From an optimization exercise on the open Yosys and OpenROAD flow, aimed at small area and a short achievable clock period; shortcuts taken in it are not production practice.
The RTL was checked by simulation tests, not by an equivalence proof against the original design.
Power figures rest on the tool's default switching activity, not on a simulated workload.

## oak
==> flow/design.v <==
module simple_fifo_adapter #(
    parameter int DATA_IN_WIDTH  = 16,
    parameter int DATA_OUT_WIDTH = 128,
    parameter int ADDR_WIDTH     = 4,
    parameter int FULL_SLACK     = 1,
    parameter int USE_LAST       = 1
) (
    input  logic                      clk,
    input  logic                      rst,
    input  logic                      wr_ena,
    input  logic [DATA_IN_WIDTH-1:0]  wr_dat,
    input  logic                      wr_last,
    output logic                      wr_full,
    input  logic                      rd_ena,
    output logic [DATA_OUT_WIDTH-1:0] rd_dat,
    output logic                      rd_last,
    output logic                      rd_empty,
    output logic [ADDR_WIDTH:0]       rd_dat_cnt
);
    localparam int RATIO  = DATA_OUT_WIDTH / DATA_IN_WIDTH;
    localparam int DEPTH  = 1 << ADDR_WIDTH;
    localparam int W      = DATA_IN_WIDTH;
    localparam logic [ADDR_WIDTH:0] CNT_MAX    = (ADDR_WIDTH + 1)'(DEPTH);
    localparam logic [ADDR_WIDTH:0] FULL_LEVEL = (ADDR_WIDTH + 1)'(DEPTH - FULL_SLACK);
    logic [DATA_OUT_WIDTH:0] mem [DEPTH];
    logic [W-1:0]            pack [RATIO-1];
    logic [DEPTH-1:0]        wsel;                 
    localparam int NRS = 2;
    logic [DEPTH-1:0]        rsel [NRS];
    logic [RATIO-1:0]        lane_eq;              
    logic [RATIO-1:0]        lane_lt;              
    logic [ADDR_WIDTH:0]     count;
    logic                    empty, full;          
    logic                    last_in, commit_req, commit_ok, wr_adv, rd_accept, slot_free;
    logic [DATA_OUT_WIDTH:0] wword, rword;
    assign last_in    = (USE_LAST != 0) && wr_last;
    assign rd_accept  = rd_ena && !empty;
    assign commit_req = wr_ena && (lane_eq[RATIO-1] || last_in);
    assign commit_ok  = commit_req && slot_free;
    assign wr_adv     = wr_ena && !commit_req;
    assign slot_free  = !full || rd_ena;
    always_comb begin
        for (int k = 0; k < RATIO; k++) begin
            if (k < RATIO - 1)
                wword[k*W +: W] = ({W{lane_lt[k]}} & pack[k]) | ({W{lane_eq[k]}} & wr_dat);
            else
                wword[k*W +: W] = {W{lane_eq[k]}} & wr_dat;
        end
        wword[DATA_OUT_WIDTH] = last_in;
    end
    logic inc, dec;
    logic [ADDR_WIDTH:0] count_up, count_dn;
    assign inc      = commit_ok && !rd_accept;
    assign dec      = rd_accept && !commit_ok;
    assign count_up = count + 1'b1;
    assign count_dn = count - 1'b1;
    always_ff @(posedge clk) begin
        if (rst) begin
            wsel     <= DEPTH'(1);
            for (int c = 0; c < NRS; c++) rsel[c] <= DEPTH'(1);
            count    <= '0;
            empty    <= 1'b1;
            full     <= 1'b0;
            lane_eq  <= RATIO'(1);
            lane_lt  <= '0;
            wr_full  <= (FULL_LEVEL == '0);
        end else begin
            if (inc) begin
                count   <= count_up;
                empty   <= 1'b0;
                full    <= (count_up == CNT_MAX);
                wr_full <= (count_up >= FULL_LEVEL);
            end else if (dec) begin
                count   <= count_dn;
                empty   <= (count_dn == '0);
                full    <= 1'b0;
                wr_full <= (count_dn >= FULL_LEVEL);
            end
            if (rd_accept)
                for (int c = 0; c < NRS; c++) rsel[c] <= {rsel[c][DEPTH-2:0], rsel[c][DEPTH-1]};
            if (commit_ok) wsel <= {wsel[DEPTH-2:0], wsel[DEPTH-1]};
            if (commit_ok) begin
                lane_eq <= RATIO'(1);
                lane_lt <= '0;
            end else if (wr_adv) begin
                lane_eq <= {lane_eq[RATIO-2:0], 1'b0};
                lane_lt <= {lane_lt[RATIO-2:0], 1'b1};
            end
        end
    end
    always_ff @(posedge clk) begin
        for (int k = 0; k < RATIO - 1; k++)
            if (lane_eq[k]) pack[k] <= wr_dat;
    end
    always_ff @(posedge clk) begin
        for (int i = 0; i < DEPTH; i++)
            if (wsel[i] && slot_free) mem[i] <= wword;
    end
    always_comb begin
        rword = '0;
        for (int b = 0; b <= DATA_OUT_WIDTH; b++)
            for (int i = 0; i < DEPTH; i++)
                rword[b] = rword[b] | (rsel[b * NRS / (DATA_OUT_WIDTH + 1)][i] & mem[i][b]);
    end
    always_ff @(posedge clk) begin
        if (rst) begin
            rd_dat  <= '0;
            rd_last <= 1'b0;
        end else if (rd_accept) begin
            rd_dat  <= rword[DATA_OUT_WIDTH-1:0];
            rd_last <= rword[DATA_OUT_WIDTH];
        end
    end
    assign rd_empty   = empty;
    assign rd_dat_cnt = count;
endmodule
==> flow/config.mk <==
export PLATFORM = sky130hd
export DESIGN_NAME = simple_fifo_adapter
export DESIGN_NICKNAME = simple_fifo_adapter
export VERILOG_FILES = /design/flow/design.v
export SDC_FILE = /design/flow/constraint.sdc
export NUM_CORES = 4
export LEC_CHECK = 0
export CAP_MARGIN = 20
export CORE_MARGIN = 2
export CORE_UTILIZATION = 50
export PLACE_DENSITY = 0.65
export SETUP_SLACK_MARGIN = 1.9
export SLEW_MARGIN = 20
==> flow/constraint.sdc <==
create_clock -name core_clock -period 4.0 [get_ports {clk}]
set_input_delay 0.8000 -clock core_clock [delete_from_list [all_inputs] [get_ports {clk}]]
set_output_delay 0.8000 -clock core_clock [all_outputs]
set_load 0.01 [all_outputs]
standard.sh (not shown) runs the stock make flow with config.mk's settings and CLKGATE_MAP_FILE= SYNTH_SCRIPT=/design/flow/synth_recipe.tcl, a recipe that flattens the netlist after the stock synthesis.
==> flow/flow/run.sh <==
#!/bin/bash
# Standard layout, with the clock tree built from larger sink clusters and without the dummy
# loads CTS adds for balancing. Each step's full log stays in orfs/logs; make's own output goes
# to flow_make.log in this folder.
set -euo pipefail
export CTS_ARGS="-sink_clustering_enable -repair_clock_nets -dont_use_dummy_load -sink_clustering_size 30 -sink_clustering_max_diameter 60"
bash standard.sh finish > flow_make.log 2>&1
oak: full flow OK, the timing, DRC and antenna checks passed
The inputs of pine differ from those of oak as listed below.
- setting CTS_CLUSTER_DIAMETER to 60 for the first time
- changing SETUP_SLACK_MARGIN from 1.9 to 2.0
- setting CTS_CLUSTER_SIZE to 30 for the first time
- changing CORE_UTILIZATION from 50 to 40
- removing PLACE_DENSITY (formerly 0.65)
==> flow/run.sh (new file) <==
#!/bin/bash
# synth_recipe.tcl (not shown) runs the flow's synth.tcl, then flattens the netlist and writes it again
# the make line also repeats each setting of config.mk as NAME=value (left out here)
make -C /OpenROAD-flow-scripts/flow DESIGN_CONFIG=/design/flow/config.mk WORK_HOME=/design/flow/orfs CLKGATE_MAP_FILE= SYNTH_SCRIPT=/design/flow/synth_recipe.tcl finish
removed: flow/flow/run.sh
removed: flow/standard.sh
Both conditions hold for pine: the flow ran to the end and the final layout passed the timing, DRC and antenna checks. Sort pine and oak by number of clock-tree buffers in the layout, descending, and pine comes first. pine vs oak, internal power of the cells went up by about 4.4%. Area growth from synthesis to layout for pine is higher than for oak. The higher met1 routed wirelength after detailed routing came out of pine. Sort pine and oak by worst setup slack, descending, and oak comes first. Side by side, count of vias placed by the detailed router turned out higher in pine than in oak. Switching power: pine vs oak up about 16%. Comparing power for pine and oak, the bigger number came from pine. Slack of the worst reg-to-reg path: pine higher than oak.
Modified inputs, birch compared to pine
- CTS_CLUSTER_DIAMETER removed (was 60)
- PLACE_DENSITY newly set to 0.7
- SETUP_SLACK_MARGIN changed from 2.0 to 1.9
- CTS_CLUSTER_SIZE removed (was 30)
- CORE_UTILIZATION changed from 40 to 55
==> flow/flow/run.sh (new file) <==
#!/bin/bash
# Standard layout, with the clock tree built from larger sink clusters and without the dummy
# loads CTS adds for balancing. Each step's full log stays in orfs/logs; make's own output goes
# to flow_make.log in this folder.
set -euo pipefail
export CTS_ARGS="-sink_clustering_enable -repair_clock_nets -dont_use_dummy_load -sink_clustering_size 30 -sink_clustering_max_diameter 60"
bash standard.sh finish > flow_make.log 2>&1
==> flow/standard.sh (new file) <==
#!/bin/bash
# synth_recipe.tcl (not shown) runs the flow's synth.tcl, then flattens the netlist and writes it again
# the make line also repeats each setting of config.mk as NAME=value (left out here)
make -C /OpenROAD-flow-scripts/flow DESIGN_CONFIG=/design/flow/config.mk WORK_HOME=/design/flow/orfs CLKGATE_MAP_FILE= SYNTH_SCRIPT=/design/flow/synth_recipe.tcl "${@:-finish}"
removed: flow/run.sh
==> results.txt <==
pine went all the way through synthesis, placement and routing and the layout is clean on timing, DRC and antenna.
birch: done, clean on timing, DRC and antenna
Summary: with pine as the reference, areal power density over the cells in birch moved down by a few percent.
Going from pine to birch, the final period utilization was found to have gone down by 0.75 points.
Higher combined area of the multi-input logic cells among birch and pine: pine
birch: total CTS buffers higher than pine
Relative to pine, the wire length of birch is lower by 29 mm.
The arrival time at the worst endpoint reported for birch is smaller than that of pine by 0.03 ns.
Per the comparison of birch with pine, clock share of power shows a reduction of 3.9 points; post-cts resize count fell by 131.
For maple, these inputs were changed with respect to birch:
- CTS_CLUSTER_SIZE newly set to 30
- CORE_UTILIZATION changed from 55 to 65
- SETUP_SLACK_MARGIN changed from 1.9 to 2.0
- CTS_CLUSTER_DIAMETER newly set to 60
- PLACE_DENSITY changed from 0.7 to 0.75
==> flow/run.sh (new file) <==
#!/bin/bash
# synth_recipe.tcl (not shown) runs the flow's synth.tcl, then flattens the netlist and writes it again
# the make line also repeats each setting of config.mk as NAME=value (left out here)
make -C /OpenROAD-flow-scripts/flow DESIGN_CONFIG=/design/flow/config.mk WORK_HOME=/design/flow/orfs CLKGATE_MAP_FILE= SYNTH_SCRIPT=/design/flow/synth_recipe.tcl finish
removed: flow/flow/run.sh
removed: flow/standard.sh
The final layout from maple, which completed every stage, passed the timing, DRC and antenna checks at the end of the flow.
Re cell depth of the worst setup path: no difference whatsoever between birch and maple.
Diff birch -> maple: post-layout worst setup margin now sits higher; count of multi-input gates now sits at about the same level.
Inputs modified between maple and cedar:
- a deleted CTS_CLUSTER_DIAMETER that had been 60
- a change of CORE_UTILIZATION from 65 to 40
- a change of SETUP_SLACK_MARGIN from 2.0 to 1.9
- a deleted CTS_CLUSTER_SIZE that had been 30
- a deleted PLACE_DENSITY that had been 0.75
==> flow/flow/run.sh (new file) <==
#!/bin/bash
# Standard layout, with the clock tree built from larger sink clusters and without the dummy
# loads CTS adds for balancing. Each step's full log stays in orfs/logs; make's own output goes
# to flow_make.log in this folder.
set -euo pipefail
export CTS_ARGS="-sink_clustering_enable -repair_clock_nets -dont_use_dummy_load -sink_clustering_size 30 -sink_clustering_max_diameter 60"
bash standard.sh finish > flow_make.log 2>&1
==> flow/standard.sh (new file) <==
#!/bin/bash
# synth_recipe.tcl (not shown) runs the flow's synth.tcl, then flattens the netlist and writes it again
# the make line also repeats each setting of config.mk as NAME=value (left out here)
make -C /OpenROAD-flow-scripts/flow DESIGN_CONFIG=/design/flow/config.mk WORK_HOME=/design/flow/orfs CLKGATE_MAP_FILE= SYNTH_SCRIPT=/design/flow/synth_recipe.tcl "${@:-finish}"
removed: flow/run.sh
### Flow results
- cedar: PASS, flow complete, no timing, DRC or antenna violations
- Lower total power divided by cell area was reported by cedar, not maple.
- cedar against maple: via count went down, upper clock frequency limit went down.
- Count of inverters not on the clock network in the layout: cedar < maple
- When the final numbers for maple and cedar were put side by side, the total power turned out to be greater in maple.

static timing again, ports no longer ideal:
No port has a modelled driver above. Below, the same layouts with a new extraction and two added sets of constraints.
Step 1 sets driving cells, clkbuf_16 on the clock port and buf_2 on the other inputs (assumed; they add their load-dependent delay and slew).
Step 2 also shifts input and output timing later by t, the mid clock arrival at the registers, as if the neighbouring blocks saw the same clock.
Three values: ideal, step 1, step 2; two values: the first two.
run | shift t [ns] | setup slack, ns | latest minus earliest clock arrival (ns)
oak | 0.863 | 1.850 / 1.770 / 1.059 | 0.081 / 0.081
pine | 0.895 | 1.798 / 1.715 / 1.088 | 0.050 / 0.051
birch | 0.861 | 1.828 / 1.747 / 1.090 | 0.083 / 0.083
maple | 0.887 | 1.839 / 1.749 / 1.175 | 0.050 / 0.051
cedar | 0.873 | 1.814 / 1.730 / 1.142 | 0.091 / 0.091
After both steps every run listed still meets setup and hold. The setup slack of oak, which loses most, moves by -0.080 ns with the drivers and by -0.791 ns with both steps.
